This is an optimization exercise on Yosys and OpenROAD, whose aim is small area, not a production implementation.
Only simulation tests tie the RTL to the original design; equivalence was not proved.
Power is estimated from default activity; no workload was simulated.

== run K ==
==> module obi_frame_mem, before the edit <==
module obi_frame_mem #(
  parameter int NumWords   = 64,
  parameter int WaitCycles = 1,
  parameter int CntWidth   = 16
) (
  input  logic                clk_i,
  input  logic                rst_ni,
  input  logic                obi_req_i,
  input  logic [31:0]         obi_addr_i,
  input  logic                obi_we_i,
  input  logic [3:0]          obi_be_i,
  input  logic [31:0]         obi_wdata_i,
  input  logic [3:0]          obi_aid_i,
  output logic                obi_gnt_o,
  output logic                obi_rvalid_o,
  output logic [31:0]         obi_rdata_o,
  output logic [3:0]          obi_rid_o,
  output logic                obi_err_o,
  output logic [CntWidth-1:0] rd_cnt_o,
  output logic [CntWidth-1:0] wr_cnt_o,
  output logic                busy_o
);
  localparam int          NumPairs = NumWords / 2;
  localparam int          PairW    = $clog2(NumPairs);
  localparam logic [31:0] ErrData  = 32'hBADCAB1E;
  logic phase_q;
  logic pol_x_q;
  logic pol_y_q;
  always_ff @(posedge clk_i) begin
    phase_q <= ~phase_q;
    pol_x_q <= ~pol_y_q;
    pol_y_q <= pol_x_q;
  end
  logic [PairW-1:0] pair_q;
  logic             half_q;
  logic [3:0]       be_q;
  logic             we_q;
  logic             oor_q;
  logic [3:0]       aid_q;
  always_ff @(posedge clk_i) begin
    pair_q  <= obi_addr_i[7:3];
    half_q  <= obi_addr_i[2];
    be_q    <= obi_be_i;
    we_q    <= obi_we_i;
    oor_q   <= |obi_addr_i[31:8];
    aid_q   <= obi_aid_i;
  end
  logic stall_q;
  logic gnt;
  logic rvalid_q;
  logic do_read;
  logic do_write;
  assign gnt      = obi_req_i & stall_q;
  assign do_read  = gnt & ~we_q & ~oor_q;
  assign do_write = gnt &  we_q & ~oor_q;
  always_ff @(posedge clk_i or negedge rst_ni) begin
    if (!rst_ni) begin
      stall_q  <= 1'b0;
      rvalid_q <= 1'b0;
    end else begin
      stall_q  <= obi_req_i & ~stall_q;
      rvalid_q <= gnt;
    end
  end
  logic wr_in_x;
  logic pend_q;
  logic wr_en;
  assign wr_in_x = (half_q == phase_q);
  assign wr_en   = pend_q | (do_write & ~wr_in_x);
  always_ff @(posedge clk_i) begin
    pend_q <= do_write & wr_in_x;
  end
  logic [31:0] data_q;
  logic [31:0] mem_x [NumPairs];
  logic [31:0] mem_y [NumPairs];
  logic [31:0] x_d   [NumPairs];
  logic [3:0]  be_hit [NumPairs];
  logic [NumPairs-1:0] pair_hit_n;
  logic [NumPairs-1:0] rd_sel;
  for (genvar p = 0; p < NumPairs; p++) begin : g_pair
    assign pair_hit_n[p] = ~(wr_en & (pair_q == p));
    assign be_hit[p]     = {4{~pair_hit_n[p]}} & be_q;
    assign rd_sel[p]   = (obi_addr_i[7:3] == p);
    for (genvar b = 0; b < 32; b++) begin : g_wbit
      ofm_wbit u_wbit (
        .y_i   (mem_y[p][b]),
        .wd_i  (data_q[b]),
        .en_i  (be_hit[p][b/8]),
        .en_ni (pair_hit_n[p]),
        .x_no  (x_d[p][b])
      );
    end
    always_ff @(posedge clk_i) begin
      mem_x[p] <= x_d[p];
      mem_y[p] <= mem_x[p];
    end
  end
  logic [31:0] rd_x;
  for (genvar b = 0; b < 32; b++) begin : g_rbit
    logic [NumPairs-1:0] col;
    for (genvar p = 0; p < NumPairs; p++) begin : g_col
      assign col[p] = mem_x[p][b];
    end
    ofm_rmux u_rmux (
      .d_i   (col),
      .sel_i (rd_sel),
      .q_o   (rd_x[b])
    );
  end
  logic rd_in_x;
  logic rpol_q;
  assign rd_in_x = (obi_addr_i[2] == phase_q);
  always_ff @(posedge clk_i) begin
    if (obi_we_i) begin
      for (int b = 0; b < 4; b++) begin
        data_q[8*b +: 8] <= (obi_wdata_i[8*b +: 8] ^ {8{pol_x_q}}) | {8{~obi_be_i[b]}};
      end
    end else if (rd_in_x) begin
      data_q <= rd_x;
    end
    if (rd_in_x) begin
      rpol_q <= pol_x_q;
    end
  end
  assign obi_gnt_o    = gnt;
  assign obi_rvalid_o = rvalid_q;
  assign obi_rdata_o  = we_q ? 32'd0 : (oor_q ? ErrData : (data_q ^ {32{rpol_q}}));
  assign obi_rid_o    = aid_q;
  assign obi_err_o    = oor_q;
  assign busy_o       = obi_req_i | rvalid_q;
  always_ff @(posedge clk_i or negedge rst_ni) begin
    if (!rst_ni) begin
      rd_cnt_o <= '0;
      wr_cnt_o <= '0;
    end else begin
      if (do_read && (rd_cnt_o != '1)) begin
        rd_cnt_o <= rd_cnt_o + 1'b1;
      end
      if (do_write && (wr_cnt_o != '1)) begin
        wr_cnt_o <= wr_cnt_o + 1'b1;
      end
    end
  end
endmodule
clock: 3.5 ns
lec_check: 0
cap_margin: 20
core_margin: 2
core_utilization: 40
cts_cluster_diameter: 100
cts_cluster_size: 25
gpl_timing_driven: 0
slew_margin: 20
synth_hierarchical: 1
standard.sh (not shown) runs the stock make flow with config.mk's settings and CLKGATE_MAP_FILE= SYNTH_SCRIPT=/design/flow/synth_recipe.tcl, a recipe that flattens the netlist after the stock synthesis.
==> flow/flow/run.sh <==
#!/bin/bash
# Standard layout (the standard.sh, standard synthesis) with two changes:
# - the port buffers are sky130_fd_sc_hd__buf_1 instead of the delay buffer
#   the default buffer_ports picks; every input and output port still gets
#   its own buffer;
# - clock tree synthesis uses the same sink clustering as config.mk, without
#   dummy loads.
# The make output goes to flow_make.log in the work folder; ORFS keeps each
# step's own log under orfs/logs.
set -euo pipefail
export BUFFER_PORTS_ARGS="-buffer_cell sky130_fd_sc_hd__buf_1"
export CTS_ARGS="-sink_clustering_enable -repair_clock_nets -sink_clustering_size 25 -sink_clustering_max_diameter 100 -dont_use_dummy_load"
bash standard.sh finish > flow_make.log 2>&1
The flow for run K finished, though final verification flagged setup timing.
Changes in run G relative to run K:
--- a/flow/design.v
+++ b/flow/design.v
@@ -30,20 +30,20 @@
     phase_q <= ~phase_q;
     pol_x_q <= ~pol_y_q;
     pol_y_q <= pol_x_q;
   end
   logic [PairW-1:0] pair_q;
   logic             half_q;
-  logic [3:0]       be_q;
+  logic [3:0]       be_n_q;
   logic             we_q;
   logic             oor_q;
   logic [3:0]       aid_q;
   always_ff @(posedge clk_i) begin
     pair_q  <= obi_addr_i[7:3];
     half_q  <= obi_addr_i[2];
-    be_q    <= obi_be_i;
+    be_n_q  <= ~obi_be_i;
     we_q    <= obi_we_i;
     oor_q   <= |obi_addr_i[31:8];
     aid_q   <= obi_aid_i;
   end
   logic stall_q;
   logic gnt;
@@ -76,13 +76,13 @@
   logic [31:0] x_d   [NumPairs];
   logic [3:0]  be_hit [NumPairs];
   logic [NumPairs-1:0] pair_hit_n;
   logic [NumPairs-1:0] rd_sel;
   for (genvar p = 0; p < NumPairs; p++) begin : g_pair
     assign pair_hit_n[p] = ~(wr_en & (pair_q == p));
-    assign be_hit[p]     = {4{~pair_hit_n[p]}} & be_q;
+    assign be_hit[p]     = ~({4{pair_hit_n[p]}} | be_n_q);
     assign rd_sel[p]   = (obi_addr_i[7:3] == p);
     for (genvar b = 0; b < 32; b++) begin : g_wbit
       ofm_wbit u_wbit (
         .y_i   (mem_y[p][b]),
         .wd_i  (data_q[b]),
         .en_i  (be_hit[p][b/8]),
==> results.txt <==
Non-clock buffer count ends up lower on run K. Run G vs. run K: synthesized area went down by 1.1%. On multi-input combinational cell count: run G sits below run K. Run G ran in full, but the layout does not pass; the checks complain about setup timing. [run K] flow finished | final checks: failed | reasons: setup timing. The setup slack of run G is larger than that of run K. Run comparison: run K worst setup path endpoint data_q[5]$_DFFE_PP_; run G worst setup path endpoint obi_rdata_o[25]. The final reports for run G and run K show via count lower in the former.

========
obi_frame_mem again, from the RTL that the note above started with.
export LEC_CHECK = 0
export CAP_MARGIN = 20
export CORE_MARGIN = 2
export CORE_UTILIZATION = 40
export CTS_CLUSTER_DIAMETER = 100
export CTS_CLUSTER_SIZE = 25
export SLEW_MARGIN = 20
export SYNTH_HIERARCHICAL = 1
create_clock -name core_clock -period 3.5 [get_ports {clk_i}]
Scripts as last shown in full above: flow/flow/run.sh
==> next run, changes <==
--- a/flow/design.v
+++ b/flow/design.v
@@ -31,18 +31,18 @@
     pol_x_q <= ~pol_y_q;
     pol_y_q <= pol_x_q;
   end
   logic [PairW-1:0] pair_q;
   logic             half_q;
-  logic [3:0]       be_q;
+  logic [3:0]       be_n_q;
   logic             we_q;
   logic             oor_q;
   logic [3:0]       aid_q;
   always_ff @(posedge clk_i) begin
     pair_q  <= obi_addr_i[7:3];
     half_q  <= obi_addr_i[2];
-    be_q    <= obi_be_i;
+    be_n_q  <= ~obi_be_i;
     we_q    <= obi_we_i;
     oor_q   <= |obi_addr_i[31:8];
     aid_q   <= obi_aid_i;
   end
   logic stall_q;
@@ -77,11 +77,11 @@
   logic [3:0]  be_hit [NumPairs];
   logic [NumPairs-1:0] pair_hit_n;
   logic [NumPairs-1:0] rd_sel;
   for (genvar p = 0; p < NumPairs; p++) begin : g_pair
     assign pair_hit_n[p] = ~(wr_en & (pair_q == p));
-    assign be_hit[p]     = {4{~pair_hit_n[p]}} & be_q;
+    assign be_hit[p]     = ~({4{pair_hit_n[p]}} | be_n_q);
     assign rd_sel[p]   = (obi_addr_i[7:3] == p);
     for (genvar b = 0; b < 32; b++) begin : g_wbit
       ofm_wbit u_wbit (
         .y_i   (mem_y[p][b]),
         .wd_i  (data_q[b]),
- sequential cell count stays the same
- cell area went up slightly
- die area shrinks slightly
- final cell count is higher slightly
- total power decreases slightly
- worst hold slack is worse by 0.0045 ns
- first-iteration DRC count rises by a few percent
- via count fell slightly
- count of clock-buffer cells in the layout falls by 2
- register-to-register slack degrades by 0.05 ns
- synthesized cell count shrinks slightly
- worst setup slack is worse by 0.30 ns
- routed wire length went down by a few percent
- global-route usage drops by 0.69 points

========
The RTL this note starts from:
==> flow/design.v <==
module obi_frame_mem #(
  parameter int NumWords   = 64,
  parameter int WaitCycles = 1,
  parameter int CntWidth   = 16
) (
  input  logic                clk_i,
  input  logic                rst_ni,
  input  logic                obi_req_i,
  input  logic [31:0]         obi_addr_i,
  input  logic                obi_we_i,
  input  logic [3:0]          obi_be_i,
  input  logic [31:0]         obi_wdata_i,
  input  logic [3:0]          obi_aid_i,
  output logic                obi_gnt_o,
  output logic                obi_rvalid_o,
  output logic [31:0]         obi_rdata_o,
  output logic [3:0]          obi_rid_o,
  output logic                obi_err_o,
  output logic [CntWidth-1:0] rd_cnt_o,
  output logic [CntWidth-1:0] wr_cnt_o,
  output logic                busy_o
);
  localparam int          NumPairs = NumWords / 2;
  localparam int          PairW    = $clog2(NumPairs);
  localparam logic [31:0] ErrData  = 32'hBADCAB1E;
  logic phase_q;
  logic pol_x_q;
  logic pol_y_q;
  always_ff @(posedge clk_i) begin
    phase_q <= ~phase_q;
    pol_x_q <= ~pol_y_q;
    pol_y_q <= pol_x_q;
  end
  logic [PairW-1:0] pair_q;
  logic             half_q;
  logic [3:0]       be_q;
  logic             we_q;
  logic             oor_q;
  logic [3:0]       aid_q;
  always_ff @(posedge clk_i) begin
    pair_q  <= obi_addr_i[7:3];
    half_q  <= obi_addr_i[2];
    be_q    <= obi_be_i;
    we_q    <= obi_we_i;
    oor_q   <= |obi_addr_i[31:8];
    aid_q   <= obi_aid_i;
  end
  logic stall_q;
  logic gnt;
  logic rvalid_q;
  logic do_read;
  logic do_write;
  assign gnt      = obi_req_i & stall_q;
  assign do_read  = gnt & ~we_q & ~oor_q;
  assign do_write = gnt &  we_q & ~oor_q;
  always_ff @(posedge clk_i or negedge rst_ni) begin
    if (!rst_ni) begin
      stall_q  <= 1'b0;
      rvalid_q <= 1'b0;
    end else begin
      stall_q  <= obi_req_i & ~stall_q;
      rvalid_q <= gnt;
    end
  end
  logic wr_in_x;
  logic pend_q;
  logic wr_en;
  assign wr_in_x = (half_q == phase_q);
  assign wr_en   = pend_q | (do_write & ~wr_in_x);
  always_ff @(posedge clk_i) begin
    pend_q <= do_write & wr_in_x;
  end
  logic [31:0] data_q;
  logic [31:0] mem_x [NumPairs];
  logic [31:0] mem_y [NumPairs];
  logic [31:0] x_d   [NumPairs];
  logic [3:0]  be_hit [NumPairs];
  logic [NumPairs-1:0] pair_hit_n;
  logic [NumPairs-1:0] rd_sel;
  for (genvar p = 0; p < NumPairs; p++) begin : g_pair
    assign pair_hit_n[p] = ~(wr_en & (pair_q == p));
    assign be_hit[p]     = {4{~pair_hit_n[p]}} & be_q;
    assign rd_sel[p]   = (obi_addr_i[7:3] == p);
    for (genvar b = 0; b < 32; b++) begin : g_wbit
      ofm_wbit u_wbit (
        .y_i   (mem_y[p][b]),
        .wd_i  (data_q[b]),
        .en_i  (be_hit[p][b/8]),
        .en_ni (pair_hit_n[p]),
        .x_no  (x_d[p][b])
      );
    end
    always_ff @(posedge clk_i) begin
      mem_x[p] <= x_d[p];
      mem_y[p] <= mem_x[p];
    end
  end
  logic [31:0] rd_x;
  for (genvar b = 0; b < 32; b++) begin : g_rbit
    logic [NumPairs-1:0] col;
    for (genvar p = 0; p < NumPairs; p++) begin : g_col
      assign col[p] = mem_x[p][b];
    end
    ofm_rmux u_rmux (
      .d_i   (col),
      .sel_i (rd_sel),
      .q_o   (rd_x[b])
    );
  end
  logic rd_in_x;
  logic rpol_q;
  assign rd_in_x = (obi_addr_i[2] == phase_q);
  always_ff @(posedge clk_i) begin
    if (obi_we_i) begin
      for (int b = 0; b < 4; b++) begin
        data_q[8*b +: 8] <= (obi_wdata_i[8*b +: 8] ^ {8{pol_x_q}}) | {8{~obi_be_i[b]}};
      end
    end else if (rd_in_x) begin
      data_q <= rd_x;
    end
    if (rd_in_x) begin
      rpol_q <= pol_x_q;
    end
  end
  assign obi_gnt_o    = gnt;
  assign obi_rvalid_o = rvalid_q;
  assign obi_rdata_o  = we_q ? 32'd0 : (oor_q ? ErrData : (data_q ^ {32{rpol_q}}));
  assign obi_rid_o    = aid_q;
  assign obi_err_o    = oor_q;
  assign busy_o       = obi_req_i | rvalid_q;
  always_ff @(posedge clk_i or negedge rst_ni) begin
    if (!rst_ni) begin
      rd_cnt_o <= '0;
      wr_cnt_o <= '0;
    end else begin
      if (do_read && (rd_cnt_o != '1)) begin
        rd_cnt_o <= rd_cnt_o + 1'b1;
      end
      if (do_write && (wr_cnt_o != '1)) begin
        wr_cnt_o <= wr_cnt_o + 1'b1;
      end
    end
  end
endmodule
module ofm_wbit (
  input  logic y_i,
  input  logic wd_i,
  input  logic en_i,
  input  logic en_ni,
  output logic x_no
);
  assign x_no = ~((y_i | en_i) & (wd_i | en_ni));
endmodule
module ofm_rmux (
  input  logic [31:0] d_i,
  input  logic [31:0] sel_i,
  output logic        q_o
);
  logic [10:0] t_n;
  for (genvar g = 0; g < 10; g++) begin : g_aoi
    ofm_aoi3 u_aoi (
      .d_i   (d_i[3*g +: 3]),
      .sel_i (sel_i[3*g +: 3]),
      .q_no  (t_n[g])
    );
  end
  ofm_aoi2 u_aoi_last (
    .d_i   (d_i[31:30]),
    .sel_i (sel_i[31:30]),
    .q_no  (t_n[10])
  );
  assign q_o = ~&t_n;
endmodule
module ofm_aoi3 (
  input  logic [2:0] d_i,
  input  logic [2:0] sel_i,
  output logic       q_no
);
  assign q_no = ~|(d_i & sel_i);
endmodule
module ofm_aoi2 (
  input  logic [1:0] d_i,
  input  logic [1:0] sel_i,
  output logic       q_no
);
  assign q_no = ~|(d_i & sel_i);
endmodule
clock: 3.5 ns
lec_check: 0
cap_margin: 20
core_margin: 2
core_utilization: 40
cts_cluster_diameter: 100
cts_cluster_size: 25
slew_margin: 20
synth_hierarchical: 1
==> flow/flow/run.sh <==
#!/bin/bash
# Standard layout (the standard.sh, standard synthesis), with the port
# buffers made from sky130_fd_sc_hd__buf_2 instead of the delay buffer the
# default buffer_ports picks. Every input and output port still gets its
# own buffer. The make output goes to flow_make.log in the work folder.
set -euo pipefail
export BUFFER_PORTS_ARGS="-buffer_cell sky130_fd_sc_hd__buf_2"
bash standard.sh finish > flow_make.log 2>&1
Then changed:
--- a/flow/design.v
+++ b/flow/design.v
@@ -33,15 +33,17 @@
   end
   logic [PairW-1:0] pair_q;
   logic             half_q;
   logic [3:0]       be_q;
+  logic [31:0]      wdata_q;
   logic             we_q;
   logic             oor_q;
   logic [3:0]       aid_q;
   always_ff @(posedge clk_i) begin
     pair_q  <= obi_addr_i[7:3];
     half_q  <= obi_addr_i[2];
     be_q    <= obi_be_i;
+    wdata_q <= obi_wdata_i ^ {32{pol_x_q}};
     we_q    <= obi_we_i;
     oor_q   <= |obi_addr_i[31:8];
     aid_q   <= obi_aid_i;
   end
@@ -69,25 +71,24 @@
   assign wr_en   = pend_q | (do_write & ~wr_in_x);
   always_ff @(posedge clk_i) begin
     pend_q <= do_write & wr_in_x;
   end
-  logic [31:0] data_q;
   logic [31:0] mem_x [NumPairs];
   logic [31:0] mem_y [NumPairs];
   logic [31:0] x_d   [NumPairs];
-  logic [3:0]  be_hit [NumPairs];
-  logic [NumPairs-1:0] pair_hit_n;
+  logic [3:0]  be_hit   [NumPairs];
+  logic [3:0]  be_hit_n [NumPairs];
   logic [NumPairs-1:0] rd_sel;
   for (genvar p = 0; p < NumPairs; p++) begin : g_pair
-    assign pair_hit_n[p] = ~(wr_en & (pair_q == p));
-    assign be_hit[p]     = {4{~pair_hit_n[p]}} & be_q;
+    assign be_hit[p]   = {4{wr_en & (pair_q == p)}} & be_q;
+    assign be_hit_n[p] = ~be_hit[p];
     assign rd_sel[p]   = (obi_addr_i[7:3] == p);
     for (genvar b = 0; b < 32; b++) begin : g_wbit
       ofm_wbit u_wbit (
         .y_i   (mem_y[p][b]),
-        .wd_i  (data_q[b]),
+        .wd_i  (wdata_q[b]),
         .en_i  (be_hit[p][b/8]),
-        .en_ni (pair_hit_n[p]),
+        .en_ni (be_hit_n[p][b/8]),
         .x_no  (x_d[p][b])
       );
     end
     always_ff @(posedge clk_i) begin
@@ -106,26 +107,21 @@
       .sel_i (rd_sel),
       .q_o   (rd_x[b])
     );
   end
-  logic rd_in_x;
-  logic rpol_q;
+  logic        rd_in_x;
+  logic [31:0] rdata_q;
+  logic        rpol_q;
   assign rd_in_x = (obi_addr_i[2] == phase_q);
   always_ff @(posedge clk_i) begin
-    if (obi_we_i) begin
-      for (int b = 0; b < 4; b++) begin
-        data_q[8*b +: 8] <= (obi_wdata_i[8*b +: 8] ^ {8{pol_x_q}}) | {8{~obi_be_i[b]}};
-      end
-    end else if (rd_in_x) begin
-      data_q <= rd_x;
-    end
     if (rd_in_x) begin
-      rpol_q <= pol_x_q;
+      rdata_q <= rd_x;
+      rpol_q  <= pol_x_q;
     end
   end
   assign obi_gnt_o    = gnt;
   assign obi_rvalid_o = rvalid_q;
-  assign obi_rdata_o  = we_q ? 32'd0 : (oor_q ? ErrData : (data_q ^ {32{rpol_q}}));
+  assign obi_rdata_o  = we_q ? 32'd0 : (oor_q ? ErrData : (rdata_q ^ {32{rpol_q}}));
   assign obi_rid_o    = aid_q;
   assign obi_err_o    = oor_q;
   assign busy_o       = obi_req_i | rvalid_q;
   always_ff @(posedge clk_i or negedge rst_ni) begin
What happened:
- setup slack gets worse by 0.28 ns
- critical path depth went down by 1
- area after synthesis went up by 1.5%
- maximum frequency went down by 8.5%
- final area climbs by 1.6%
- sequential power barely changes
- global-route usage came out lower by 0.75 points
- combinational power went down by 22%
- clock skew rises by 0.016 ns

-- afterwards: timing with drivers on the ports --
The flow's constraints put no driver on any port. The routed layouts listed below were extracted and timed again, unchanged, in two steps. Step 1 assumes that a clkbuf_16 drives the clock port and a buf_2 every other input. Step 2 also shifts input and output timing later by t, the mid clock arrival at the registers, as if the neighbouring blocks saw the same clock. a / b / c = ideal ports / drivers / drivers and shift; a / b = the first two.
run | shift t [ns] | setup slack, ns | worst hold slack (ns) | worst slew at a driven data input, ns
run K | 0.768 | -0.030 / -0.060 / -0.829 | 0.105 / 0.051 / 0.317 | 0.11
run G | 0.774 | -0.026 / -0.095 / -0.804 | 0.069 / 0.025 / 0.319 | 0.11
the first run of note 2 | 0.784 | 0.358 / 0.278 / -0.050 | 0.064 / 0.006 / 0.306 | 0.05
the second run of note 2 | 0.768 | 0.056 / -0.009 / -0.039 | 0.059 / 0.021 / 0.329 | 0.06
the first run of note 3 | 0.792 | 0.447 / 0.368 / 0.104 | 0.045 / -0.014 / 0.328 | 0.06
the second run of note 3 | 0.806 | 0.163 / 0.083 / 0.089 | 0.045 / -0.008 / 0.338 | 0.14
Met with ideal ports but missed after step 2: setup timing in the first run of note 2 and the second run of note 2. For run K, which loses most, drivers alone change the setup slack by -0.030 ns; drivers and shift together by -0.799 ns.
